Background: an optimization exercise with open tools, aiming at small area, a short achievable clock period and few clock cycles. Do not read the settings as production practice. The RTL was checked by simulation tests, not by an equivalence proof against the original design. Power and IR drop assume default switching activity.

`flow/config.mk`:
```
export PLATFORM = sky130hd
export DESIGN_NAME = reorder_crossbar
export DESIGN_NICKNAME = reorder_crossbar
export VERILOG_FILES = /design/flow/design.v
export SDC_FILE = /design/flow/constraint.sdc
export NUM_CORES = 4
export LEC_CHECK = 0
export CAP_MARGIN = 20
export CELL_PAD_IN_SITES_DETAIL_PLACEMENT = 1
export CELL_PAD_IN_SITES_GLOBAL_PLACEMENT = 1
export CORE_AREA = 3 3 262 262
export DIE_AREA = 0 0 265 265
export PLACE_DENSITY = 0.5
export SETUP_SLACK_MARGIN = 2.0
export SLEW_MARGIN = 20
export SYNTH_HIERARCHICAL = 1
export TNS_END_PERCENT = 5
```
`flow/constraint.sdc`:
```
create_clock -name core_clock -period 4.0 [get_ports {clk}]
set_input_delay 0.8000 -clock core_clock [delete_from_list [all_inputs] [get_ports {clk}]]
set_output_delay 0.8000 -clock core_clock [all_outputs]
set_load 0.01 [all_outputs]
```
`flow/design.v`:
```
`timescale 1ns/1ps
`default_nettype none
module xbar_aoi3 (
    input  logic [2:0] a,
    input  logic [2:0] b,
    output logic       y_n
);
    assign y_n = !((a[0] & b[0]) | (a[1] & b[1]) | (a[2] & b[2]));
endmodule
module xbar_aoi2 (
    input  logic [1:0] a,
    input  logic [1:0] b,
    output logic       y_n
);
    assign y_n = !((a[0] & b[0]) | (a[1] & b[1]));
endmodule
module xbar_bit (
    input  logic [7:0] en,
    input  logic [7:0] d,
    input  logic       hold,
    input  logic       q,
    output logic       nxt
);
    logic [2:0] t_n;
    xbar_aoi3 u_t0 (.a(en[2:0]), .b(d[2:0]), .y_n(t_n[0]));
    xbar_aoi3 u_t1 (.a(en[5:3]), .b(d[5:3]), .y_n(t_n[1]));
    xbar_aoi3 u_t2 (.a({hold, en[7:6]}), .b({q, d[7:6]}), .y_n(t_n[2]));
    assign nxt = !(&t_n);
endmodule
module xbar_hold_bit (
    input  logic load,
    input  logic d,
    input  logic hold,
    input  logic q,
    output logic nxt
);
    assign nxt = (load & d) | (hold & q);
endmodule
`default_nettype wire
`default_nettype none
module xbar_ready (
    input  logic out_valid,
    input  logic out_ready,
    output logic ready
);
    assign ready = !out_valid || out_ready;
endmodule
`default_nettype wire
`timescale 1ns/1ps
`default_nettype none
module reorder_crossbar (
    input  logic                                clk,
    input  logic                                arst_n,
    input  logic                                in_valid,
    input  logic [8*(16 + 2 + (2 * (16 + 4 + 2)))-1:0]       in_pe,
    input  logic [4*8-1:0]      in_data,
    output logic                                in_ready,
    output logic                                out_valid,
    output logic [((16 + 1 + 4 * 8) + 4 * ((2 * (16 + 4 + 2)) + 1))-1:0]                  out_beat,
    input  logic                                out_ready
);
    localparam int NPE    = 8;
    localparam int HIW    = 4;
    localparam int HIWL   = 2;
    localparam int AW     = 16;
    localparam int ROW_W  = (2 * (16 + 4 + 2));
    localparam int PE_W   = (16 + 2 + (2 * (16 + 4 + 2)));
    localparam int LANE_W = ((2 * (16 + 4 + 2)) + 1);
    localparam int DW     = HIW * 8;
    logic load;
    logic hold;
    xbar_ready u_load  (.out_valid(out_valid), .out_ready(out_ready), .ready(load));
    xbar_ready u_ready (.out_valid(out_valid), .out_ready(out_ready), .ready(in_ready));
    assign hold = !load;
    logic [HIW-1:0] sel [NPE];
    logic [NPE-1:0] act;
    always_comb begin
        for (int i = 0; i < NPE; i++) begin
            act[i] = load && in_pe[i*PE_W + PE_W - 1];
            for (int j = 0; j < HIW; j++) begin
                sel[i][j] = act[i] &&
                    (in_pe[i*PE_W + ROW_W + 1 +: HIWL] == HIWL'(j));
            end
        end
    end
    logic [AW-1:HIWL]     head_q, head_d;
    logic                 delim_q, delim_d;
    logic [DW-1:0]        data_q, data_d;
    logic [HIW-1:0]       rv_q, rv_d;
    logic [ROW_W-1:0]     row_q [HIW];
    logic [ROW_W-1:0]     row_d [HIW];
    logic [NPE-1:0]       lane_en  [HIW];
    logic [NPE-1:0]       row_bits [ROW_W];
    logic [NPE-1:0]       head_bits [AW];
    logic [NPE-1:0]       delim_bits;
    always_comb begin
        for (int i = 0; i < NPE; i++) begin
            for (int j = 0; j < HIW; j++) lane_en[j][i] = sel[i][j];
            for (int b = 0; b < ROW_W; b++) row_bits[b][i] = in_pe[i*PE_W + b];
            for (int b = 0; b < AW; b++) head_bits[b][i] = in_pe[i*PE_W + ROW_W + 1 + b];
            delim_bits[i] = in_pe[i*PE_W + ROW_W];
        end
    end
    for (genvar b = HIWL; b < AW; b++) begin : g_head
        xbar_bit u_bit (
            .en(act), .d(head_bits[b]), .hold(hold), .q(head_q[b]), .nxt(head_d[b]));
    end
    xbar_bit u_delim (
        .en(act), .d(delim_bits), .hold(hold), .q(delim_q), .nxt(delim_d));
    for (genvar j = 0; j < HIW; j++) begin : g_lane
        assign rv_d[j] = (hold & rv_q[j]) | (|lane_en[j]);
        for (genvar b = 0; b < ROW_W; b++) begin : g_row
            xbar_bit u_bit (
                .en(lane_en[j]), .d(row_bits[b]), .hold(hold), .q(row_q[j][b]),
                .nxt(row_d[j][b]));
        end
    end
    for (genvar b = 0; b < DW; b++) begin : g_data
        xbar_hold_bit u_bit (
            .load(load), .d(in_data[b]), .hold(hold), .q(data_q[b]), .nxt(data_d[b]));
    end
    always_ff @(posedge clk or negedge arst_n) begin
        if (!arst_n) begin
            out_valid <= 1'b0;
        end else if (load) begin
            out_valid <= in_valid;
        end
    end
    always_ff @(posedge clk) begin
        head_q  <= head_d;
        delim_q <= delim_d;
        data_q  <= data_d;
        rv_q    <= rv_d;
        for (int j = 0; j < HIW; j++) row_q[j] <= row_d[j];
    end
    always_comb begin
        out_beat[((16 + 1 + 4 * 8) + 4 * ((2 * (16 + 4 + 2)) + 1))-1 -: AW-HIWL]   = head_q;
        out_beat[((16 + 1 + 4 * 8) + 4 * ((2 * (16 + 4 + 2)) + 1))-AW +: HIWL]       = '0;
        out_beat[DW + HIW*LANE_W]        = delim_q;
        out_beat[HIW*LANE_W +: DW]       = data_q;
        for (int j = 0; j < HIW; j++)
            out_beat[j*LANE_W +: LANE_W] = {rv_q[j], row_q[j]};
    end
endmodule
`default_nettype wire
```
`flow/flow/run.sh`:
```
#!/bin/bash
# Standard layout (standard.sh, the standard flow's own ORFS flow) with these changes:
#  - the port buffers are plain buf_1 cells instead of the delay buffers
#    buffer_ports picks by default (every port still gets its buffer);
#  - after ORFS's pin placement, flow/place_pins.tcl lays the pins out in the
#    order of flow/pin_order.txt (made by gen/make_pin_order.py), which keeps
#    each bit slice's inputs and outputs together;
#  - clock tree synthesis without dummy balancing loads.
# make's full output goes to standard.log; ORFS keeps each step's log under orfs/logs.
export BUFFER_PORTS_ARGS="-buffer_cell sky130_fd_sc_hd__buf_1"
export POST_IO_PLACEMENT_TCL="$PWD/flow/place_pins.tcl"
export FLOW_PIN_ORDER="$PWD/flow/pin_order.txt"
export CTS_ARGS="-sink_clustering_enable -repair_clock_nets -dont_use_dummy_load"
bash standard.sh > standard.log 2>&1
```
`flow/flow/pin_order.txt`:
```
in_pe[0]
in_pe[62]
in_pe[124]
in_pe[186]
out_beat[0]
out_beat[45]
out_beat[90]
out_beat[135]
in_pe[248]
in_pe[310]
in_pe[372]
in_pe[434]
in_pe[1]
in_pe[63]
in_pe[125]
in_pe[187]
out_beat[1]
out_beat[46]
out_beat[91]
out_beat[136]
in_pe[249]
in_pe[311]
in_pe[373]
in_pe[435]
in_pe[2]
in_pe[64]
in_pe[126]
in_pe[188]
out_beat[2]
out_beat[47]
out_beat[92]
out_beat[137]
in_pe[250]
in_pe[312]
in_pe[374]
in_pe[436]
in_pe[3]
in_pe[65]
in_pe[127]
in_pe[189]
out_beat[3]
out_beat[48]
out_beat[93]
out_beat[138]
in_pe[251]
in_pe[313]
in_pe[375]
in_pe[437]
in_pe[4]
in_pe[66]
in_pe[128]
in_pe[190]
out_beat[4]
out_beat[49]
out_beat[94]
out_beat[139]
in_pe[252]
in_pe[314]
in_pe[376]
in_pe[438]
in_pe[5]
in_pe[67]
in_pe[129]
in_pe[191]
out_beat[5]
out_beat[50]
out_beat[95]
out_beat[140]
in_pe[253]
in_pe[315]
in_pe[377]
in_pe[439]
in_pe[6]
in_pe[68]
in_pe[130]
in_pe[192]
out_beat[6]
out_beat[51]
out_beat[96]
out_beat[141]
in_pe[254]
in_pe[316]
in_pe[378]
in_pe[440]
in_pe[7]
in_pe[69]
in_pe[131]
in_pe[193]
out_beat[7]
out_beat[52]
out_beat[97]
out_beat[142]
in_pe[255]
in_pe[317]
in_pe[379]
in_pe[441]
in_pe[8]
in_pe[70]
in_pe[132]
in_pe[194]
out_beat[8]
out_beat[53]
out_beat[98]
out_beat[143]
in_pe[256]
in_pe[318]
in_pe[380]
in_pe[442]
in_pe[9]
in_pe[71]
in_pe[133]
in_pe[195]
out_beat[9]
out_beat[54]
out_beat[99]
out_beat[144]
in_pe[257]
in_pe[319]
in_pe[381]
in_pe[443]
in_pe[10]
in_pe[72]
in_pe[134]
in_pe[196]
out_beat[10]
out_beat[55]
out_beat[100]
out_beat[145]
in_pe[258]
in_pe[320]
in_pe[382]
in_pe[444]
in_pe[11]
in_pe[73]
in_pe[135]
in_pe[197]
out_beat[11]
out_beat[56]
out_beat[101]
out_beat[146]
in_pe[259]
in_pe[321]
in_pe[383]
in_pe[445]
in_pe[12]
in_pe[74]
in_pe[136]
in_pe[198]
out_beat[12]
out_beat[57]
out_beat[102]
out_beat[147]
in_pe[260]
in_pe[322]
in_pe[384]
in_pe[446]
in_pe[13]
in_pe[75]
in_pe[137]
in_pe[199]
out_beat[13]
out_beat[58]
out_beat[103]
out_beat[148]
in_pe[261]
in_pe[323]
in_pe[385]
in_pe[447]
in_pe[14]
in_pe[76]
in_pe[138]
in_pe[200]
out_beat[14]
out_beat[59]
out_beat[104]
out_beat[149]
in_pe[262]
in_pe[324]
in_pe[386]
in_pe[448]
in_pe[15]
in_pe[77]
in_pe[139]
in_pe[201]
out_beat[15]
out_beat[60]
out_beat[105]
out_beat[150]
in_pe[263]
in_pe[325]
in_pe[387]
in_pe[449]
in_pe[16]
in_pe[78]
in_pe[140]
in_pe[202]
out_beat[16]
out_beat[61]
out_beat[106]
out_beat[151]
in_pe[264]
in_pe[326]
in_pe[388]
in_pe[450]
in_pe[17]
in_pe[79]
in_pe[141]
in_pe[203]
out_beat[17]
out_beat[62]
out_beat[107]
out_beat[152]
in_pe[265]
in_pe[327]
in_pe[389]
in_pe[451]
in_pe[18]
in_pe[80]
in_pe[142]
in_pe[204]
out_beat[18]
out_beat[63]
out_beat[108]
out_beat[153]
in_pe[266]
in_pe[328]
in_pe[390]
in_pe[452]
in_pe[19]
in_pe[81]
in_pe[143]
in_pe[205]
out_beat[19]
out_beat[64]
out_beat[109]
out_beat[154]
in_pe[267]
in_pe[329]
in_pe[391]
in_pe[453]
in_pe[20]
in_pe[82]
in_pe[144]
in_pe[206]
out_beat[20]
out_beat[65]
out_beat[110]
out_beat[155]
in_pe[268]
in_pe[330]
in_pe[392]
in_pe[454]
in_pe[21]
in_pe[83]
in_pe[145]
in_pe[207]
out_beat[21]
out_beat[66]
out_beat[111]
out_beat[156]
in_pe[269]
in_pe[331]
in_pe[393]
in_pe[455]
in_pe[22]
in_pe[84]
in_pe[146]
in_pe[208]
out_beat[22]
out_beat[67]
out_beat[112]
out_beat[157]
in_pe[270]
in_pe[332]
in_pe[394]
in_pe[456]
in_pe[23]
in_pe[85]
in_pe[147]
in_pe[209]
out_beat[23]
out_beat[68]
out_beat[113]
out_beat[158]
in_pe[271]
in_pe[333]
in_pe[395]
in_pe[457]
in_pe[24]
in_pe[86]
in_pe[148]
in_pe[210]
out_beat[24]
out_beat[69]
out_beat[114]
out_beat[159]
in_pe[272]
in_pe[334]
in_pe[396]
in_pe[458]
in_pe[25]
in_pe[87]
in_pe[149]
in_pe[211]
out_beat[25]
out_beat[70]
out_beat[115]
out_beat[160]
in_pe[273]
in_pe[335]
in_pe[397]
in_pe[459]
in_pe[26]
in_pe[88]
in_pe[150]
in_pe[212]
out_beat[26]
out_beat[71]
out_beat[116]
out_beat[161]
in_pe[274]
in_pe[336]
in_pe[398]
in_pe[460]
in_pe[27]
in_pe[89]
in_pe[151]
in_pe[213]
out_beat[27]
out_beat[72]
out_beat[117]
out_beat[162]
in_pe[275]
in_pe[337]
in_pe[399]
in_pe[461]
in_pe[28]
in_pe[90]
in_pe[152]
in_pe[214]
out_beat[28]
out_beat[73]
out_beat[118]
out_beat[163]
in_pe[276]
in_pe[338]
in_pe[400]
in_pe[462]
in_pe[29]
in_pe[91]
in_pe[153]
in_pe[215]
out_beat[29]
out_beat[74]
out_beat[119]
out_beat[164]
in_pe[277]
in_pe[339]
in_pe[401]
in_pe[463]
in_pe[30]
in_pe[92]
in_pe[154]
in_pe[216]
out_beat[30]
out_beat[75]
out_beat[120]
out_beat[165]
in_pe[278]
in_pe[340]
in_pe[402]
in_pe[464]
in_pe[31]
in_pe[93]
in_pe[155]
in_pe[217]
out_beat[31]
out_beat[76]
out_beat[121]
out_beat[166]
in_pe[279]
in_pe[341]
in_pe[403]
in_pe[465]
in_pe[32]
in_pe[94]
in_pe[156]
in_pe[218]
out_beat[32]
out_beat[77]
out_beat[122]
out_beat[167]
in_pe[280]
in_pe[342]
in_pe[404]
in_pe[466]
in_pe[33]
in_pe[95]
in_pe[157]
in_pe[219]
out_beat[33]
out_beat[78]
out_beat[123]
out_beat[168]
in_pe[281]
in_pe[343]
in_pe[405]
in_pe[467]
in_pe[34]
in_pe[96]
in_pe[158]
in_pe[220]
out_beat[34]
out_beat[79]
out_beat[124]
out_beat[169]
in_pe[282]
in_pe[344]
in_pe[406]
in_pe[468]
in_pe[35]
in_pe[97]
in_pe[159]
in_pe[221]
out_beat[35]
out_beat[80]
out_beat[125]
out_beat[170]
in_pe[283]
in_pe[345]
in_pe[407]
in_pe[469]
in_pe[36]
in_pe[98]
in_pe[160]
in_pe[222]
out_beat[36]
out_beat[81]
out_beat[126]
out_beat[171]
in_pe[284]
in_pe[346]
in_pe[408]
in_pe[470]
in_pe[37]
in_pe[99]
in_pe[161]
in_pe[223]
out_beat[37]
out_beat[82]
out_beat[127]
out_beat[172]
in_pe[285]
in_pe[347]
in_pe[409]
in_pe[471]
in_pe[38]
in_pe[100]
in_pe[162]
in_pe[224]
out_beat[38]
out_beat[83]
out_beat[128]
out_beat[173]
in_pe[286]
in_pe[348]
in_pe[410]
in_pe[472]
in_pe[39]
in_pe[101]
in_pe[163]
in_pe[225]
out_beat[39]
out_beat[84]
out_beat[129]
out_beat[174]
in_pe[287]
in_pe[349]
in_pe[411]
in_pe[473]
in_pe[40]
in_pe[102]
in_pe[164]
in_pe[226]
out_beat[40]
out_beat[85]
out_beat[130]
out_beat[175]
in_pe[288]
in_pe[350]
in_pe[412]
in_pe[474]
in_pe[41]
in_pe[103]
in_pe[165]
in_pe[227]
out_beat[41]
out_beat[86]
out_beat[131]
out_beat[176]
in_pe[289]
in_pe[351]
in_pe[413]
in_pe[475]
in_pe[42]
in_pe[104]
in_pe[166]
in_pe[228]
out_beat[42]
out_beat[87]
out_beat[132]
out_beat[177]
in_pe[290]
in_pe[352]
in_pe[414]
in_pe[476]
in_pe[43]
in_pe[105]
in_pe[167]
in_pe[229]
out_beat[43]
out_beat[88]
out_beat[133]
out_beat[178]
in_pe[291]
in_pe[353]
in_pe[415]
in_pe[477]
in_pe[47]
in_pe[109]
in_pe[171]
in_pe[233]
out_beat[215]
in_pe[295]
in_pe[357]
in_pe[419]
in_pe[481]
in_pe[61]
in_pe[45]
in_pe[46]
in_pe[44]
in_pe[123]
in_pe[107]
in_pe[108]
in_pe[106]
in_pe[185]
in_pe[169]
in_pe[170]
in_pe[168]
in_pe[247]
in_pe[231]
in_pe[232]
in_pe[230]
in_pe[309]
in_pe[293]
in_pe[294]
in_pe[292]
in_pe[371]
in_pe[355]
in_pe[356]
in_pe[354]
in_pe[433]
in_pe[417]
in_pe[418]
in_pe[416]
in_pe[495]
in_pe[479]
in_pe[480]
in_pe[478]
in_valid
in_ready
out_ready
out_valid
clk
arst_n
out_beat[212]
out_beat[213]
out_beat[214]
out_beat[44]
out_beat[89]
out_beat[134]
out_beat[179]
in_pe[48]
in_pe[110]
in_pe[172]
in_pe[234]
out_beat[216]
in_pe[296]
in_pe[358]
in_pe[420]
in_pe[482]
in_pe[49]
in_pe[111]
in_pe[173]
in_pe[235]
out_beat[217]
in_pe[297]
in_pe[359]
in_pe[421]
in_pe[483]
in_pe[50]
in_pe[112]
in_pe[174]
in_pe[236]
out_beat[218]
in_pe[298]
in_pe[360]
in_pe[422]
in_pe[484]
in_pe[51]
in_pe[113]
in_pe[175]
in_pe[237]
out_beat[219]
in_pe[299]
in_pe[361]
in_pe[423]
in_pe[485]
in_pe[52]
in_pe[114]
in_pe[176]
in_pe[238]
out_beat[220]
in_pe[300]
in_pe[362]
in_pe[424]
in_pe[486]
in_pe[53]
in_pe[115]
in_pe[177]
in_pe[239]
out_beat[221]
in_pe[301]
in_pe[363]
in_pe[425]
in_pe[487]
in_pe[54]
in_pe[116]
in_pe[178]
in_pe[240]
out_beat[222]
in_pe[302]
in_pe[364]
in_pe[426]
in_pe[488]
in_pe[55]
in_pe[117]
in_pe[179]
in_pe[241]
out_beat[223]
in_pe[303]
in_pe[365]
in_pe[427]
in_pe[489]
in_pe[56]
in_pe[118]
in_pe[180]
in_pe[242]
out_beat[224]
in_pe[304]
in_pe[366]
in_pe[428]
in_pe[490]
in_pe[57]
in_pe[119]
in_pe[181]
in_pe[243]
out_beat[225]
in_pe[305]
in_pe[367]
in_pe[429]
in_pe[491]
in_pe[58]
in_pe[120]
in_pe[182]
in_pe[244]
out_beat[226]
in_pe[306]
in_pe[368]
in_pe[430]
in_pe[492]
in_pe[59]
in_pe[121]
in_pe[183]
in_pe[245]
out_beat[227]
in_pe[307]
in_pe[369]
in_pe[431]
in_pe[493]
in_pe[60]
in_pe[122]
in_pe[184]
in_pe[246]
out_beat[228]
in_pe[308]
in_pe[370]
in_pe[432]
in_pe[494]
in_data[0]
out_beat[180]
in_data[1]
out_beat[181]
in_data[2]
out_beat[182]
in_data[3]
out_beat[183]
in_data[4]
out_beat[184]
in_data[5]
out_beat[185]
in_data[6]
out_beat[186]
in_data[7]
out_beat[187]
in_data[8]
out_beat[188]
in_data[9]
out_beat[189]
in_data[10]
out_beat[190]
in_data[11]
out_beat[191]
in_data[12]
out_beat[192]
in_data[13]
out_beat[193]
in_data[14]
out_beat[194]
in_data[15]
out_beat[195]
in_data[16]
out_beat[196]
in_data[17]
out_beat[197]
in_data[18]
out_beat[198]
in_data[19]
out_beat[199]
in_data[20]
out_beat[200]
in_data[21]
out_beat[201]
in_data[22]
out_beat[202]
in_data[23]
out_beat[203]
in_data[24]
out_beat[204]
in_data[25]
out_beat[205]
in_data[26]
out_beat[206]
in_data[27]
out_beat[207]
in_data[28]
out_beat[208]
in_data[29]
out_beat[209]
in_data[30]
out_beat[210]
in_data[31]
out_beat[211]
```
`flow/flow/place_pins.tcl`:
```
# Runs after ORFS's io placement (POST_IO_PLACEMENT_TCL): lays the pins out
# around the die in the order of flow/pin_order.txt, clockwise from the top
# left, spread evenly over the same slots place_pins uses (every second
# met2 track on the top and bottom edges, every second met3 track on the
# left and right), then saves the result in place of place_pins' own.
set block [ord::get_db_block]
set die [$block getDieArea]
set dbu [$block getDefUnits]
set W [expr {[$die xMax] / double($dbu)}]
set H [expr {[$die yMax] / double($dbu)}]
set avoid 10.0

set fh [open $::env(FLOW_PIN_ORDER) r]
set order {}
foreach line [split [read $fh] "\n"] {
  set line [string trim $line]
  if { $line ne "" } { lappend order $line }
}
close $fh

# slots: {layer x y} clockwise
set slots {}
# top edge, left to right (met2 tracks at 0.23 + 0.46 k)
for { set k 0 } { 1 } { incr k 2 } {
  set x [expr {0.23 + 0.46 * $k}]
  if { $x < $avoid } { continue }
  if { $x > $W - $avoid } { break }
  lappend slots [list met2 $x $H]
}
# right edge, top to bottom (met3 tracks at 0.34 + 0.68 k)
set ks {}
for { set k 0 } { 1 } { incr k 2 } {
  set y [expr {0.34 + 0.68 * $k}]
  if { $y > $H - $avoid } { break }
  if { $y >= $avoid } { lappend ks $y }
}
foreach y [lreverse $ks] { lappend slots [list met3 $W $y] }
# bottom edge, right to left
set xs {}
for { set k 0 } { 1 } { incr k 2 } {
  set x [expr {0.23 + 0.46 * $k}]
  if { $x > $W - $avoid } { break }
  if { $x >= $avoid } { lappend xs $x }
}
foreach x [lreverse $xs] { lappend slots [list met2 $x 0.0] }
# left edge, bottom to top
foreach y $ks { lappend slots [list met3 0.0 $y] }

set ns [llength $slots]
set np [llength $order]
puts "place_pins.tcl: $np pins over $ns slots"
if { $np > $ns } { error "not enough pin slots" }
set i 0
foreach name $order {
  set s [lindex $slots [expr {int($i * double($ns) / $np)}]]
  lassign $s layer x y
  if { $layer eq "met2" } {
    set size {0.14 0.485}
  } else {
    set size {0.8 0.3}
  }
  place_pin -pin_name $name -layer $layer -location [list $x $y] \
    -pin_size $size -force_to_die_boundary
  incr i
}
orfs_write_db $::env(RESULTS_DIR)/3_2_place_iop.odb
write_pin_placement $::env(RESULTS_DIR)/3_2_place_iop.tcl
```
`flow/standard.sh`:
```
#!/bin/bash
# synth_recipe.tcl (not shown) runs the flow's synth.tcl, then flattens the netlist and writes it again
# the make line also repeats each setting of config.mk as NAME=value (left out here)
make -C /OpenROAD-flow-scripts/flow DESIGN_CONFIG=/design/flow/config.mk WORK_HOME=/design/flow/orfs CLKGATE_MAP_FILE= SYNTH_SCRIPT=/design/flow/synth_recipe.tcl "${@:-finish}"
```
==> impl_metrics.ini, run 1 <==
[outcome]
status = finished clean

[global_routing]
grtUsageMet3_pct = 5.03
grt_busiest_layer = met2
grt_pass1_wl_mm = 145
met2_usage_pct = 48.4
grt_max_degree = 95
grt_util_met1_pct = 32.4
grtUsageTotal_pct = 27.8
antenna_found_initial = 10
overflow = 0
grt_pass1_vias = 20100

[logic_synthesis]
synth_top_family_by_area = compound AO/OA/AOI/OAI gates
netlist_area_mm2 = 0.0121
avgSynthCellArea_um2 = 11.0
synth_compound_area_share_pct = 49.8
synth_fa_ha_area_share_pct = 0
synth-warning-count = 18
synthCells = 1105
netlist.area_leader.share_pct = 47.3
ys_top_cells_by_area = a222oi_1 47%, dfxtp_1 37%, nand3_1 8.0%
synth-simple-area-share_pct = 11.7
yosysUniqueCellTypes = 31
yosys-mux-area-fraction_pct = 0.0929
ys_seq_area_share_pct = 37.7
synth.largest_area_cell = a222oi_1
ys_ff_latch = 228
synthXorXnorAreaFrac_pct = 0

[worst_setup_path]
cp_slowest_cell = dfrtp_2
required_ns = 4.51
path_class = reg2reg
crit_path_start_kind = flop
critPathMaxStageDelay_ns = 0.43
worstPathMaxFanout = 45
path_cells = buf_6 > nand2b_4 > buf_4 > nand2_1 > nor3b_2 > buf_12 > a222oi_1 > nand3_1
cp_data_arrival_time_ns = 2.55
critPathCaptureType = flop

[detailed_routing]
ant_nets = 0
remaining_drc_errors = 0
firstDrtPassIters = 13
vias = 20000
drt-wirelength-per-cell_um = 40.7
vias_per_cell = 6.96
drtIter0Drc = 5658
drt-total-wl_mm = 117

[finish]
fillers = 7909
areaGrowthSynthToFinish_pct = 53.1
finalNonFillerCells = 2873
fin_area_mm2 = 0.0186
drive_above_1_share_pct = 9.50
final_core_util_pct = 28.1
final_nets = 2535

[floorplanning]
die_h_um = 265
core_area_mm2 = 0.0661
die-area_mm2 = 0.0702
initial_core_util_pct = 18.3
die_w_um = 265
rows = 94
ios = 763

[sta]
clock_skew_ns = 0.0547
rsz0062_at_grt = yes
fin_crit_sh_pct = 51.0
setup_viol = 0
timing.fmax_mhz = 490
holdWs_ns = 0.437
hold_viol = 0
drv_slew = 0
slew_headroom_pct = 42.9
tightest_slew_ns = 0.857
finalCriticalPeriod_ns = 2.04

[run]
drv_cap = 0

[clock_tree]
cts.sinks = 228
clk_latency_ns = 0.62
cts-root-buf = clkbuf_16
cts_htree_levels = 1
clk_pin_slew_ns = 0.06
cts_tree = built
ctsLongestPathBuffers = 3
cts_buffers = 31

[power_and_ir_drop]
total_power_mw = 7.75
switching_share_pct = 37.3
power_density_mw_per_mm2 = 417
clkPwrFrac_pct = 31.4
power.internal_mw = 4.86
p_comb_share_pct = 30.5
p_leak_nw = 6.14
switchingPower_mw = 2.89
vdd_drop_max_mv = 0.340
seq_power_share_pct = 38.1

[min_path]
hold_path.class = in2reg

[place]
numPortBuffers = 760
dp.cells = 2765
place_area_mm2 = 0.0166
gp_congestion = 0.868
hpwl_mm = 65.5
## cells in the mapped netlist
library cell  count
nand4_1           1
inv_1            12
clkbuf_1          2
buf_4             4
nand2b_1          2
nor2b_1           2
o211ai_1          1
a311o_1           1
and4_1            7
nand2_1           3
nor3b_1           2
nand4b_1         12
mux2_2            1
or4_1             2
conb_1            1
buf_6             1
a222oi_1        573
nand3_1         193
and4b_1           1
nor3_1            3
and2_1            6
a22o_1           32
nor4bb_1          1
nor2_1            2
dfxtp_1         227
and2_2            1
and4bb_2          6
nor4_1            2
and3_1            1
and4b_4           2
dfrtp_1           1
## modules after synthesis (local to each module, per instance)
module / times used / flops+latches / cells
xbar_hold_bit: 32 / 0 / 1
xbar_ready: 2 / 0 / 1
xbar_bit: 191 / 0 / 1
xbar_aoi3: 573 / 0 / 1
reorder_crossbar: 1 / 228 / 307
## power groups by stage
stage | sequential (mW) | combinational (mW) | clock [mW]
4_1_cts | 2.94 | 2.12 | 2.49
2_1_floorplan | 3.05 | 0.778 | 0
6_report | 2.95 | 2.36 | 2.44
5_1_grt | 2.97 | 2.48 | 2.56
3_3_place_gp | 2.98 | 2.05 | 0
3_5_place_dp | 2.98 | 2.08 | 0
## final timing paths
path                        startpoint  depth (start not counted)           to  slack (ns)
min                        in_data[13]                          2   data_q[13]        0.44
max in group asynchronous       arst_n                          2    out_valid        3.34
min in group asynchronous       arst_n                          2    out_valid        0.55
min reg2reg                 data_q[14]                          1   data_q[14]        0.47
max                          out_valid                          8  row_q[1][4]        1.96
max reg2reg                  out_valid                          8  row_q[1][4]        1.96
## area by class of cell
type,count,area (um2),area share [%]
multi-input cells,874,7740,41.7
flip-flops and latches,228,4570,24.6
repair buffers,856,4240,22.8
well taps,864,1080,5.82
clock buffers,31,776,4.18
inverters,12,134,0.721
diodes,8,20.0,0.108
## routing by layer
metal | part of all wire, % | up-vias
li1 | - | 7805
met1 | 34 | 9854
met2 | 48 | 1970
met3 | 13 | 361
met4 | 5.1 | 2
met5 | 0.011 | -
## registers in the layout, summed over array words and instances (netlist names)
signal	count
out_valid	1
head_q	14
row_q	176
rv_q	4
data_q	32
delim_q	1
## worst max-delay path, delay by kind of cell, from the launching register on
kind,cells,cell delay (ns)
buf+inv,3,0.63
compound gates,1,0.16
simple gates,4,0.67
flops,1,0.43
## cell usage in the layout (no fill, tap or decap), types with 2 or more instances in the layout
| cell type | instances |
|---|---|
| buf_16 | 6 |
| dfxtp_1 | 227 |
| and4bb_2 | 4 |
| nand4b_1 | 12 |
| bufinv_8 | 6 |
| or4_1 | 2 |
| and2_1 | 6 |
| nand2b_4 | 3 |
| conb_1 | 2 |
| nor3_1 | 2 |
| buf_4 | 43 |
| and4bb_4 | 2 |
| buf_6 | 11 |
| diode_2 | 8 |
| and4b_4 | 5 |
| nor4_1 | 2 |
| nor2b_1 | 2 |
| a222oi_1 | 573 |
| nand3_1 | 192 |
| and4_4 | 14 |
| inv_2 | 2 |
| buf_12 | 23 |
| and4b_2 | 2 |
| buf_1 | 749 |
| nand2_1 | 3 |
| clkbuf_2 | 11 |
| clkbuf_16 | 42 |
| a22o_1 | 32 |
| inv_1 | 2 |
| nor2_4 | 2 |
## stage by stage
step	TNS, ns	setup slack [ns]
detailed placement	0	0.994
global placement	0	1.04
finish	0	1.96
CTS	0	1.88
floorplan	-155.81	-1.68
global route	0	1.92
## cells by family after synthesis
logic type / after synthesis
AOI/OAI and AO/OA: 607
buffers and inverters: 19
DFF: 228
muxes: 1
other: 1
and+or+nand+nor: 249
## what timing repair did
item                       in CTS  in global routing
setup buffers                   5                 34
hold buffers                    1                  0
hold endpoints to repair        1                  0
cloned                          4                 25
resized for setup              13                 86
pin swaps                       2                 67
setup endpoints to repair     254                223
Testbench counts, summed over its fixed seeds: cycles 9,200.
==> inputs of run 2 (changes only) <==
--- a/flow/config.mk
+++ b/flow/config.mk
@@ -16,2 +16,2 @@
 export SYNTH_HIERARCHICAL = 1
-export TNS_END_PERCENT = 5
+export TNS_END_PERCENT = 0
==> impl_metrics.ini, run 2 <==
[power_and_ir_drop]
p_comb_share_pct = 29.2
switching_share_pct = 37.0
clkPwrFrac_pct = 31.9
seq_power_share_pct = 38.9
vdd_drop_max_mv = 0.335
p_leak_nw = 5.74
switchingPower_mw = 2.81
power_density_mw_per_mm2 = 427
power.internal_mw = 4.78

[detailed_routing]
ant_nets = 0
drt-wirelength-per-cell_um = 39.0
remaining_drc_errors = 0
vias = 19600
firstDrtPassIters = 13
drtIter0Drc = 5463
drt-total-wl_mm = 110
vias_per_cell = 6.93

[worst_setup_path]
cp_slowest_cell = buf_1
reg2reg_depth = 5
cp.buffers_inverters = 3
worstPathMaxFanout = 28
critPathCaptureType = flop
path_class = in2reg
worstSetupPathDepth = 6
path_delay_family = buffers and inverters
cp_data_arrival_time_ns = 2.55
crit_path_start_kind = input pin
required_ns = 4.44
critPathMaxStageDelay_ns = 0.45
path_cells = buf_1 > nand4b_1 > inv_6 > buf_12 > a222oi_1 > nand3_1

[finish]
largest_reg_flops = 176
drive_above_1_share_pct = 7.40
top_register = row_q
finalNonFillerCells = 2830
areaGrowthSynthToFinish_pct = 46.4
final_nets = 2493
mostFrequentLayoutCells = 751 x buf_1, 573 x a222oi_1, 227 x dfxtp_1
fillers = 7956
multi_input_area_mm2 = 0.00770
top_regs = row_q x176, data_q x32, head_q x14
layout_commonest_cell = buf_1
register_area_mm2 = 0.00457

[place]
gp_congestion = 0.868
dp.cells = 2765
numPortBuffers = 760
hpwl_mm = 65.5

[global_routing]
grt_pass1_vias = 20100
grt_pass1_wl_mm = 145
overflow = 0
antenna_found_initial = 10
grtUsageTotal_pct = 27.8
grt_max_degree = 95

[floorplanning]
rows = 94
ios = 763
die-area_mm2 = 0.0702
core_area_mm2 = 0.0661
initial_core_util_pct = 18.3
die_w_um = 265
die_h_um = 265

[run]
drv_cap = 0

[outcome]
status = finished clean

[clock_tree]
clk_pin_slew_ns = 0.06
clk_latency_ns = 0.61
cts_tree = built
cts-root-buf = clkbuf_16
cts.sinks = 228
cts_htree_levels = 1
ctsLongestPathBuffers = 3
cts_buffers = 31

[logic_synthesis]
async_flop_share_pct = 0.439
synth.most_common_cell = a222oi_1
avgSynthCellArea_um2 = 11.0
ys_top_cells_by_area = a222oi_1 47%, dfxtp_1 37%, nand3_1 8.0%
netlist.area_leader.share_pct = 47.3
synthCells = 1105
synth_common_cells = 573 x a222oi_1, 227 x dfxtp_1, 193 x nand3_1
yosysUniqueCellTypes = 31
ys_seq_area_share_pct = 37.7
synth_edf_count = 0
ys_ff_latch = 228
synthFlopType = dfxtp_1
synth.largest_area_cell = a222oi_1
netlist_area_mm2 = 0.0121
synth-warning-count = 18

[sta]
hold_viol = 0
setup_viol = 0
slew_headroom_pct = 33.9
fin_tns_setup_ns = 0
tightest_slew_ns = 0.991
finalCriticalPeriod_ns = 2.10
rsz0062_at_grt = yes
drv_slew = 0
fin_crit_sh_pct = 52.6
clock_skew_ns = 0.0522
timing.fmax_mhz = 475

[min_path]
hold_path.class = in2reg
hold_path_depth = 2
[run 2: repair_timing]
action,in CTS,in global routing
setup buffers,5,8
setup endpoints to repair,254,223
endpoints found under the hold margin,1,0
hold buffers,1,0
cloned,4,9
resized for setup,13,38
pin swaps,2,19
[run 2: worst reg2reg max path, cell delays in order (launching register included)]
cell	delay, ns
dfrtp_2	0.50
nand2b_2	0.20
buf_4	0.22
and4b_4	0.30
a311o_1	0.31
or4_1	0.40
[run 2: cell type report]
type                    count  area share, %
repair buffers            816           19.9
flip-flops and latches    228           25.7
multi-input cells         872           43.4
diodes                      7         0.0987
inverters                  12          0.359
clock buffers              31           4.37
well taps                 864           6.09
[run 2: kinds of logic after synthesis]
family	after synthesis	synth area share [%]
buf+inv	19	0.774
simple gates	249	11.7
mux	1	0.0929
flops	228	37.7
compound gates	607	49.8
other cells	1	0.0309
[run 2: Yosys stat by module, one instance, submodules excluded]
module            flip-flops and latches  area [um2]
xbar_ready                             0        6.26
xbar_aoi3                              0        10.0
reorder_crossbar                     228        5140
xbar_hold_bit                          0        8.76
xbar_bit                               0        5.00
[run 2: routing by layer]
| metal | vias up | part of all wire [%] | GRT usage [%] |
|---|---|---|---|
| met1 | 9716 | 35 | 32.4 |
| met2 | 1812 | 48 | 48.3 |
| li1 | 7709 | - | - |
| met4 | 0 | 5.4 | 14.7 |
| met5 | - | 0 | 0 |
| met3 | 361 | 12 | 5.09 |
[run 2: metrics by stage]
stage                     area, um2  power (mW)  hold WS, ns  util, %  setup slack [ns]
after floorplan               12200        3.83        0.477        -             -1.68
after global placement        16600        5.03        0.450     25.1              1.04
after detailed placement      16600        5.06        0.451     25.1             0.994
after CTS                     17500        7.55        0.389     26.5              1.88
after global routing          17800        7.86        0.418     26.9              1.86
final                         17800        7.58        0.437     26.9              1.90
[run 2: final timing paths]
| check | startpoint | to | slack (ns) |
|---|---|---|---|
| worst max register to register | out_valid | rv_q[1] | 1.94 |
| min in group asynchronous | arst_n | out_valid | 0.54 |
| max in group asynchronous | arst_n | out_valid | 3.35 |
| worst max-delay path | in_pe[231] | row_q[2][43] | 1.90 |
| worst min-delay path | in_data[13] | data_q[13] | 0.44 |
| worst min register to register | data_q[14] | data_q[14] | 0.47 |
[run 2: power groups by stage]
stage               Sequential, mW  Combinational, mW  Clock (mW)
floorplan                     3.05              0.778           0
global placement              2.98               2.05           0
detailed placement            2.98               2.08           0
CTS                           2.94               2.12        2.49
global route                  2.97               2.34        2.55
finish                        2.95               2.21        2.42
==> inputs of run 3 (changes only) <==
--- a/flow/config.mk
+++ b/flow/config.mk
@@ -8,3 +8,3 @@
 export CAP_MARGIN = 20
-export CELL_PAD_IN_SITES_DETAIL_PLACEMENT = 1
+export CELL_PAD_IN_SITES_DETAIL_PLACEMENT = 0
 export CELL_PAD_IN_SITES_GLOBAL_PLACEMENT = 1
@@ -12,3 +12,3 @@
 export DIE_AREA = 0 0 265 265
-export PLACE_DENSITY = 0.5
+export PLACE_DENSITY = 0.55
 export SETUP_SLACK_MARGIN = 2.0
==> impl_metrics.ini, run 3 <==
[logic_synthesis]
ys_seq_area_share_pct = 37.7
synth_common_cells = 573 x a222oi_1, 227 x dfxtp_1, 193 x nand3_1
synthCells = 1105
synth.largest_area_cell = a222oi_1
synthFlopType = dfxtp_1
avgSynthCellArea_um2 = 11.0
synth_edf_count = 0
netlist_area_mm2 = 0.0121
ys_top_cells_by_area = a222oi_1 47%, dfxtp_1 37%, nand3_1 8.0%
ys_ff_latch = 228
synth-warning-count = 18
synth.most_common_cell = a222oi_1
netlist.area_leader.share_pct = 47.3
async_flop_share_pct = 0.439
yosysUniqueCellTypes = 31

[worst_setup_path]
worstSetupPathDepth = 6
crit_end = row_q[2][16]
cp.buffers_inverters = 2
required_ns = 4.40
critPathMaxStageDelay_ns = 0.51
reg2reg_depth = 6
crit_path_start_kind = flop
worstPathMaxFanout = 35
cp_data_arrival_time_ns = 2.45
reg2reg_to = row_q[2][16]
cp_slowest_cell = dfrtp_2
path_class = reg2reg
path_delay_family = simple AND/OR/NAND/NOR gates
path_cells = nand2b_4 > nand4b_1 > inv_2 > buf_12 > a222oi_1 > nand3_1
critPathCaptureType = flop
startpoint = out_valid
regToRegSetupSlack_ns = 1.94
rr_startpoint = out_valid

[finish]
largest_reg_flops = 176
drive_above_1_share_pct = 7.74
top_regs = row_q x176, data_q x32, head_q x14
top_register = row_q
layout_commonest_cell = buf_1
mostFrequentLayoutCells = 753 x buf_1, 573 x a222oi_1, 227 x dfxtp_1
areaGrowthSynthToFinish_pct = 47.3
final_nets = 2497

[sta]
tightest_slew_ns = 0.952
slew_headroom_pct = 36.6
clock_skew_ns = 0.0250
setup_viol = 0
fin_tns_setup_ns = 0
fin_crit_sh_pct = 51.5
finalCriticalPeriod_ns = 2.06
drv_slew = 0
holdWs_ns = 0.471
hold_viol = 0
rsz0062_at_grt = yes
timing.fmax_mhz = 486
setup_slack_ns = 1.94

[place]
dp_slack_ns = 1.00
gp_congestion = 0.902
hpwl_mm = 62.6
numPortBuffers = 760

[detailed_routing]
vias = 19300
vias_per_cell = 6.83
drtIter0Drc = 5801
ant_nets = 0
firstDrtPassIters = 15
drt-total-wl_mm = 100
remaining_drc_errors = 0
drt-wirelength-per-cell_um = 35.4

[clock_tree]
ctsLongestPathBuffers = 3
clk_pin_slew_ns = 0.05
clk_latency_ns = 0.53
cts_tree = built
cts_buffers = 34
cts.sinks = 228
cts-root-buf = clkbuf_16
cts_htree_levels = 2

[power_and_ir_drop]
power_density_mw_per_mm2 = 430
vdd_drop_max_mv = 0.230
p_leak_nw = 5.79

[global_routing]
grt_pass1_wl_mm = 138
grtUsageTotal_pct = 26.3
antenna_found_initial = 6
overflow = 0
grt_pass1_vias = 19400
grt_max_degree = 83

[floorplanning]
ios = 763
die_h_um = 265
core_area_mm2 = 0.0661
die_w_um = 265
rows = 94
initial_core_util_pct = 18.3
die-area_mm2 = 0.0702

[run]
drv_cap = 0

[outcome]
status = finished clean

[min_path]
hold_path.class = reg2reg
min_from = data_q[23]
## run 3: cell counts after synthesis
Identical to the previous run, type by type.
## run 3: metal layers
layer / track usage [%] / routed length [um] / up-vias
li1: - / - / 7707
met1: 30.1 / 33100 / 9267
met2: 46.7 / 49800 / 2046
met3: 5.75 / 13000 / 325
met4: 12.0 / 4250 / 0
met5: 0.0676 / 0 / -
## run 3: per-stage QoR
stage	area, um2	power, mW	utilization [%]	instances
final	17900	7.68	27.0	2832
after global placement	16700	4.99	25.3	2774
after CTS	17800	7.71	26.9	2822
after floorplan	12200	3.83	-	1106
after detailed placement	16700	5.01	25.3	2774
after global routing	17900	7.98	27.0	2831
## run 3: repair_timing
| item | CTS | global route |
|---|---|---|
| buffers inserted | 7 | 3 |
| pin swaps | 6 | 18 |
| cloned | 6 | 2 |
| hold endpoints to repair | 1 | 0 |
| hold buffers | 1 | 0 |
| gates resized for setup | 32 | 17 |
| setup endpoints to repair | 224 | 197 |
## run 3: worst min-delay path by stage
stage / slack [ns] / endpoint / cells past startpoint
6_report: 0.47 / data_q[23] / 1
5_1_grt: 0.47 / data_q[31] / 2
4_1_cts: 0.44 / data_q[26] / 2
3_5_place_dp: 0.45 / data_q[16] / 1
3_3_place_gp: 0.45 / data_q[27] / 1
2_1_floorplan: 0.48 / delim_q / 2
## run 3: power breakdown
| group | leakage, nW | total (mW) | internal [mW] | switching [mW] |
|---|---|---|---|---|
| Clock | 0.419 | 2.60 | 1.49 | 1.11 |
| Combinational | 3.45 | 2.14 | 0.784 | 1.35 |
| Sequential | 1.92 | 2.95 | 2.66 | 0.292 |
## run 3: cell families after synthesis
logic type | count (synthesis) | share of synthesized area (%)
buffers and inverters | 19 | 0.774
AOI/OAI and AO/OA | 607 | 49.8
DFF | 228 | 37.7
other | 1 | 0.0309
muxes | 1 | 0.0929
and+or+nand+nor | 249 | 11.7
## run 3: layout make-up
class,instances,area [um2]
flip-flops and latches,228,4570
repair buffers,822,3630
well taps,864,1080
inverters,12,68.8
multi-input cells,867,7650
clock buffers,34,851
diodes,5,12.5
fillers,7267,48200
## run 3: worst register-to-register path: cells and delay by family, from the launching register on
kind	cells	cell delay, ns
flops	1	0.51
compound gates	1	0.38
buf+inv	2	0.52
simple gates	3	0.54
## run 3: modules after synthesis, one instance, submodules excluded
| module | flip-flops and latches | copies in the design |
|---|---|---|
| reorder_crossbar | 228 | 1 |
| xbar_aoi3 | 0 | 573 |
| xbar_bit | 0 | 191 |
| xbar_hold_bit | 0 | 32 |
| xbar_ready | 0 | 2 |
==> inputs of run 4 (changes only) <==
--- a/flow/flow/run.sh
+++ b/flow/flow/run.sh
@@ -7,3 +7,4 @@
 #    each bit slice's inputs and outputs together;
-#  - clock tree synthesis without dummy balancing loads.
+#  - clock tree synthesis without dummy balancing loads, with sink clusters
+#    of up to 20 registers within 150 um.
 # make's full output goes to standard.log; ORFS keeps each step's log under orfs/logs.
@@ -12,3 +13,3 @@
 export FLOW_PIN_ORDER="$PWD/flow/pin_order.txt"
-export CTS_ARGS="-sink_clustering_enable -repair_clock_nets -dont_use_dummy_load"
+export CTS_ARGS="-sink_clustering_enable -repair_clock_nets -dont_use_dummy_load -sink_clustering_size 20 -sink_clustering_max_diameter 150"
 bash standard.sh > standard.log 2>&1
==> impl_metrics.ini, run 4 <==
[sta]
rsz0062_at_grt = yes
finalCriticalPeriod_ns = 2.22
setup_slack_ns = 1.78
setup_viol = 0
timing.fmax_mhz = 450
drv_slew = 0
hold_viol = 0
slew_headroom_pct = 32.8
fin_crit_sh_pct = 55.6
fin_tns_setup_ns = 0
tightest_slew_ns = 1.01
clock_skew_ns = 0.0353

[floorplanning]
core_area_mm2 = 0.0661
rows = 94
initial_core_util_pct = 18.3
die_w_um = 265
die-area_mm2 = 0.0702
ios = 763
die_h_um = 265

[clock_tree]
clk_pin_slew_ns = 0.10
cts.sinks = 228
cts_htree_levels = 1
clk_latency_ns = 0.53
cts_buffers = 15
ctsLongestPathBuffers = 3
cts_tree = built
cts-root-buf = clkbuf_16

[logic_synthesis]
avgSynthCellArea_um2 = 11.0
synth_common_cells = 573 x a222oi_1, 227 x dfxtp_1, 193 x nand3_1
synthCells = 1105
yosysUniqueCellTypes = 31
synth-warning-count = 18
ys_seq_area_share_pct = 37.7
async_flop_share_pct = 0.439
ys_top_cells_by_area = a222oi_1 47%, dfxtp_1 37%, nand3_1 8.0%
netlist_area_mm2 = 0.0121
synth_edf_count = 0
netlist.area_leader.share_pct = 47.3
synth.largest_area_cell = a222oi_1
ys_ff_latch = 228
synth.most_common_cell = a222oi_1
synthFlopType = dfxtp_1

[global_routing]
grt_pass1_wl_mm = 136
antenna_found_initial = 6
grtUsageTotal_pct = 25.7
overflow = 0
grt_max_degree = 83
grt_pass1_vias = 19300

[worst_setup_path]
required_ns = 4.47
reg2reg_to = row_q[3][8]
cp_slowest_cell = and4_2
critPathMaxStageDelay_ns = 1.04
critPathCaptureType = flop
crit_end = row_q[3][8]
crit_path_start_kind = input pin
path_cells = buf_1 > and4_2 > a222oi_1 > nand3_1
cp_data_arrival_time_ns = 2.69
regToRegSetupSlack_ns = 1.89
startpoint = in_pe[371]
path_class = in2reg
worstPathMaxFanout = 22
rr_startpoint = out_valid
reg2reg_depth = 4

[detailed_routing]
vias_per_cell = 6.85
drtIter0Drc = 5770
firstDrtPassIters = 17
ant_nets = 0
vias = 19300
remaining_drc_errors = 0
drt-wirelength-per-cell_um = 35.1
drt-total-wl_mm = 99.0

[power_and_ir_drop]
p_leak_nw = 5.56
power_density_mw_per_mm2 = 385
total_power_mw = 6.70
vdd_drop_max_mv = 0.232

[finish]
final_nets = 2481
largest_reg_flops = 176
top_regs = row_q x176, data_q x32, head_q x14
finalNonFillerCells = 2817
fin_area_mm2 = 0.0174
mostFrequentLayoutCells = 759 x buf_1, 573 x a222oi_1, 227 x dfxtp_1
layout_commonest_cell = buf_1
fillers = 7307
top_register = row_q
areaGrowthSynthToFinish_pct = 43.7
drive_above_1_share_pct = 6.52

[min_path]
hold_path_depth = 2
hold_path.class = in2reg

[place]
dp.cells = 2774
hpwl_mm = 62.6
gp_congestion = 0.902
numPortBuffers = 760
place_area_mm2 = 0.0167
dp_slack_ns = 1.00

[run]
drv_cap = 0

[outcome]
status = finished clean
-- run 4: cell types whose count changed in the layout (fill, tap and decap cells not counted), moves of 2 or more --
| cell | delta |
|---|---|
| buf_1 | +6 |
| and2_2 | -4 |
| buf_8 | +2 |
| clkbuf_16 | -18 |
| and2_1 | +4 |
| buf_2 | -6 |
| buf_4 | +2 |
-- run 4: per-stage QoR --
stage	utilization, %	hold slack [ns]
final	26.4	0.478
after global routing	26.4	0.461
after CTS	26.1	0.430
after detailed placement	25.3	0.454
after global placement	25.3	0.452
after floorplan	-	0.477
-- run 4: layer usage --
layer  global-route usage (%)  vias to the layer above  wire length (um)
met5                        0                        -                 0
met2                     45.4                     2025             48700
li1                         -                     7671                 -
met1                     29.6                     9299             32900
met3                     5.30                      305             12900
met4                     12.4                        0              4520
-- run 4: cells by family (layout without fill, tap and decap cells) --
kind of cell	Yosys count	after routing	synth area share (%)
other	1	8	0.0309
AND/OR/NAND/NOR	249	256	11.7
AO/OA/AOI/OAI	607	607	49.8
flip-flops	228	228	37.7
buffers and inverters	19	853	0.774
multiplexers	1	1	0.0929
-- run 4: how the worst min path moves through the flow --
| stage | from | endpoint |
|---|---|---|
| floorplan | delim_q | delim_q |
| finish | in_data[29] | data_q[29] |
| detailed placement | data_q[16] | data_q[16] |
| global placement | data_q[27] | data_q[27] |
| CTS | in_data[29] | data_q[29] |
| global route | in_data[31] | data_q[31] |
-- run 4: report_power, final --
group          internal [mW]  switching [mW]
sequential              2.65           0.293
clock                  0.677           0.941
combinational          0.790            1.35
total                   4.12            2.59
-- run 4: final cells by class --
cell class / count / area [um2] / share of cell area (%)
tap: 864 / 1080 / 6.20
multi-input combinational: 866 / 7640 / 43.8
sequential: 228 / 4570 / 26.2
inverter: 12 / 72.6 / 0.416
timing repair buffer: 826 / 3670 / 21.1
clock buffer: 15 / 375 / 2.15
antenna: 6 / 15.0 / 0.0862
-- run 4: timing repair --
action / in CTS / in global routing
pin swaps: 4 / 9
cloned: 4 / 4
buffers inserted: 6 / 7
gates resized for setup: 30 / 13
hold endpoints to repair: 1 / 0
hold buffers: 1 / 0
endpoints found under the setup margin: 230 / 195
-- run 4: critical path: cells and delay by family --
family	cells	cell delay [ns]
buf+inv	1	0.44
simple gates	2	1.19
compound gates	1	0.24
-- run 4: per-module statistics from Yosys, one instance, submodules excluded --
module | copies in the design | flops+latches
reorder_crossbar | 1 | 228
xbar_hold_bit | 32 | 0
xbar_bit | 191 | 0
xbar_ready | 2 | 0
xbar_aoi3 | 573 | 0
==> inputs of run 5 (changes only) <==
--- a/flow/flow/run.sh
+++ b/flow/flow/run.sh
@@ -7,4 +7,5 @@
 #    each bit slice's inputs and outputs together;
-#  - clock tree synthesis without dummy balancing loads, with sink clusters
-#    of up to 20 registers within 150 um.
+#  - after global placement, flow/upsize_ports.tcl makes the port buffers of
+#    the widely fanned-out control inputs buf_4;
+#  - clock tree synthesis without dummy balancing loads.
 # make's full output goes to standard.log; ORFS keeps each step's log under orfs/logs.
@@ -13,3 +14,4 @@
 export FLOW_PIN_ORDER="$PWD/flow/pin_order.txt"
-export CTS_ARGS="-sink_clustering_enable -repair_clock_nets -dont_use_dummy_load -sink_clustering_size 20 -sink_clustering_max_diameter 150"
+export POST_GLOBAL_PLACE_TCL="$PWD/flow/upsize_ports.tcl"
+export CTS_ARGS="-sink_clustering_enable -repair_clock_nets -dont_use_dummy_load"
 bash standard.sh > standard.log 2>&1
==> flow/flow/upsize_ports.tcl (new file) <==
# Runs after global placement (POST_GLOBAL_PLACE_TCL): the port buffers of
# the control inputs (each PE's mask and lane-select address bits, and
# out_ready), whose nets fan out across the whole design, become buf_4
# instead of buf_1. Every port keeps its one buffer.
set block [ord::get_db_block]
set ports {out_ready}
for { set i 0 } { $i < 8 } { incr i } {
  foreach b {61 45 46} { lappend ports "in_pe\[[expr {$i * 62 + $b}]\]" }
}
set master [[ord::get_db] findMaster sky130_fd_sc_hd__buf_4]
set n 0
foreach p $ports {
  set bt [$block findBTerm $p]
  if { $bt eq "NULL" } { continue }
  foreach it [[$bt getNet] getITerms] {
    set inst [$it getInst]
    if { [[$inst getMaster] getName] eq "sky130_fd_sc_hd__buf_1" } {
      $inst swapMaster $master
      incr n
    }
  }
}
puts "upsize_ports.tcl: $n port buffers now buf_4"
--- a/flow/config.mk
+++ b/flow/config.mk
@@ -8,3 +8,3 @@
 export CAP_MARGIN = 20
-export CELL_PAD_IN_SITES_DETAIL_PLACEMENT = 0
+export CELL_PAD_IN_SITES_DETAIL_PLACEMENT = 1
 export CELL_PAD_IN_SITES_GLOBAL_PLACEMENT = 1
@@ -12,3 +12,3 @@
 export DIE_AREA = 0 0 265 265
-export PLACE_DENSITY = 0.55
+export PLACE_DENSITY = 0.5
 export SETUP_SLACK_MARGIN = 2.0
==> impl_metrics.ini, run 5 <==
[min_path]
hold_path.class = in2reg

[sta]
hold_viol = 0
rsz0062_at_grt = yes
drv_slew = 0
finalCriticalPeriod_ns = 2.12
tightest_slew_ns = 0.990
clock_skew_ns = 0.0608
timing.fmax_mhz = 472
slew_headroom_pct = 34.0
setup_viol = 0
fin_crit_sh_pct = 53.0

[place]
hpwl_mm = 65.2
numPortBuffers = 760

[finish]
drive_above_1_share_pct = 7.47
top_register = row_q
final_nets = 2476
mostFrequentLayoutCells = 734 x buf_1, 573 x a222oi_1, 227 x dfxtp_1
areaGrowthSynthToFinish_pct = 45.3
layout_commonest_cell = buf_1
fillers = 7918
largest_reg_flops = 176
final_core_util_pct = 26.7
top_regs = row_q x176, data_q x32, head_q x14

[logic_synthesis]
ys_ff_latch = 228
synthFlopType = dfxtp_1
synth_top_family_by_area = compound AO/OA/AOI/OAI gates
synth_compound_area_share_pct = 49.8
yosysUniqueCellTypes = 31
avgSynthCellArea_um2 = 11.0
synth_common_cells = 573 x a222oi_1, 227 x dfxtp_1, 193 x nand3_1
ys_top_cells_by_area = a222oi_1 47%, dfxtp_1 37%, nand3_1 8.0%
synth-warning-count = 18
async_flop_share_pct = 0.439
synth-simple-area-share_pct = 11.7
netlist_area_mm2 = 0.0121
synth_fa_ha_area_share_pct = 0
synthCells = 1105
synth_edf_count = 0
synthXorXnorAreaFrac_pct = 0
ys_seq_area_share_pct = 37.7
synth.most_common_cell = a222oi_1
synth.largest_area_cell = a222oi_1
yosys-mux-area-fraction_pct = 0.0929
netlist.area_leader.share_pct = 47.3

[power_and_ir_drop]
switching_share_pct = 36.8
power.internal_mw = 4.77
seq_power_share_pct = 39.1
p_leak_nw = 5.72
total_power_mw = 7.55
switchingPower_mw = 2.77
clkPwrFrac_pct = 32.2
p_comb_share_pct = 28.7
power_density_mw_per_mm2 = 428
vdd_drop_max_mv = 0.328

[clock_tree]
cts_buffers = 31
clk_pin_slew_ns = 0.06
cts_tree = built
cts.sinks = 228
cts_htree_levels = 1
ctsLongestPathBuffers = 3
clk_latency_ns = 0.62
cts-root-buf = clkbuf_16

[detailed_routing]
ant_nets = 0
vias = 19300
drt-wirelength-per-cell_um = 37.2
remaining_drc_errors = 0
firstDrtPassIters = 11
vias_per_cell = 6.86
drt-total-wl_mm = 105
drtIter0Drc = 4962

[floorplanning]
initial_core_util_pct = 18.3
die-area_mm2 = 0.0702
die_w_um = 265
core_area_mm2 = 0.0661
die_h_um = 265
ios = 763
rows = 94

[global_routing]
antenna_found_initial = 4
overflow = 0
grt_pass1_vias = 20100
grt_max_degree = 95
grt_pass1_wl_mm = 145
grtUsageTotal_pct = 27.6

[run]
drv_cap = 0

[worst_setup_path]
crit_path_start_kind = flop
required_ns = 4.49
path_class = reg2reg
worstPathMaxFanout = 45
cp_data_arrival_time_ns = 2.61
critPathCaptureType = flop

[outcome]
status = finished clean
run 5: cell count changes in the layout (fill, tap and decap cells not counted), sizes merged:
cell	change
clkinvlp	-1
nand2b	-2
and4	-1
clkbuf	+15
buf	-17
inv	+1
diode	-2
run 5: timing repair:
action,in CTS,in global routing
cloned,4,0
pin swaps,3,2
hold buffers,1,0
setup endpoints to repair,252,229
endpoints found under the hold margin,1,0
setup buffers,5,0
gates resized for setup,13,7
run 5: metrics by stage:
| step | hold slack (ns) | setup WS [ns] | cell area [um2] | setup TNS [ns] | cells |
|---|---|---|---|---|---|
| floorplan | 0.477 | -1.68 | 12200 | -155.81 | 1106 |
| global placement | 0.450 | 1.04 | 16600 | 0 | 2765 |
| detailed placement | 0.451 | 1.01 | 16700 | 0 | 2765 |
| CTS | 0.409 | 1.92 | 17600 | 0 | 2806 |
| global route | 0.430 | 1.84 | 17600 | 0 | 2810 |
| finish | 0.457 | 1.88 | 17600 | 0 | 2810 |
run 5: modules after synthesis, one instance, submodules excluded:
module / flops+latches / cell area, um2
xbar_bit: 0 / 5.00
xbar_hold_bit: 0 / 8.76
reorder_crossbar: 228 / 5140
xbar_ready: 0 / 6.26
xbar_aoi3: 0 / 10.0
run 5: logic make-up after synthesis:
kind of cell / Yosys count
other: 1
AND/OR/NAND/NOR: 249
AO/OA/AOI/OAI: 607
multiplexers: 1
buffers and inverters: 19
flip-flops: 228
run 5: worst max-delay path: stages, from the launching register on:
cell and delay, ns:
dfrtp_2 0.45, nand2b_4 0.24, and4_4 0.92, a222oi_1 0.28, nand3_1 0.12
run 5: metal layers:
layer | global-route usage, % | wire (um) | part of all wire [%]
met1 | 31.9 | 36500 | 35
met2 | 48.3 | 50800 | 49
met3 | 5.19 | 11800 | 11
met4 | 14.6 | 5590 | 5.3
met5 | 0 | 0 | 0
run 5: power groups by stage:
stage	sequential, mW	combinational (mW)	clock (mW)
3_5_place_dp	2.98	2.09	0
6_report	2.95	2.16	2.43
4_1_cts	2.94	2.13	2.49
2_1_floorplan	3.05	0.778	0
5_1_grt	2.97	2.29	2.56
3_3_place_gp	2.98	2.05	0
run 5: path summary, 6_finish.rpt:
kind / startpoint / to / slack (ns) / depth (start not counted)
worst min register to register: data_q[14] / data_q[14] / 0.47 / 1
max in group asynchronous: arst_n / out_valid / 3.36 / 2
min in group asynchronous: arst_n / out_valid / 0.54 / 2
worst max register to register: out_valid / row_q[3][7] / 1.88 / 4
worst max-delay path: out_valid / row_q[3][7] / 1.88 / 4
worst min-delay path: in_data[16] / data_q[16] / 0.46 / 2
run 5: layout make-up:
class	instances	area (um2)	share of cell area (%)
clock buffer	31	776	4.40
sequential	228	4570	25.9
timing repair buffer	808	3540	20.1
multi-input combinational	863	7590	43.1
inverter	12	56.3	0.319
tap	864	1080	6.13
antenna	4	10.0	0.0568

==> port drivers added, routing unchanged <==
No port has a modelled driver above. Below, the same layouts with a new extraction and two added sets of constraints.
Step 1 assumes that a clkbuf_16 drives the clock port and a buf_2 every other input.
Step 2 times the ports against the registers' clock, not the clock port: input delays grow and output delays shrink by t, the midpoint of the rising clock arrivals with the driver on.
a / b / c = no drivers / after step 1 / after step 2; a / b = the first two.
run | t (ns) | slack for setup (ns) | hold WS [ns] | slew at the worst register clock pin (ns) | cell pins on the clock port's net
run 1 | 0.641 | 1.958 / 1.930 / 1.338 | 0.437 / 0.405 / 0.467 | 0.06 / 0.06 | 1
run 2 | 0.646 | 1.896 / 1.857 / 1.248 | 0.437 / 0.399 / 0.467 | 0.06 / 0.06 | 1
run 3 | 0.570 | 1.941 / 1.906 / 1.424 | 0.471 / 0.453 / 0.471 | 0.06 / 0.06 | 1
run 4 | 0.571 | 1.776 / 1.790 / 1.219 | 0.478 / 0.443 / 0.478 | 0.11 / 0.11 | 1
run 5 | 0.637 | 1.882 / 1.882 / 1.284 | 0.457 / 0.427 / 0.468 | 0.07 / 0.07 | 1
After both steps setup and hold are still met in every run listed. The setup slack of run 2, which loses most, moves by -0.039 ns with the drivers and by -0.648 ns with both steps.
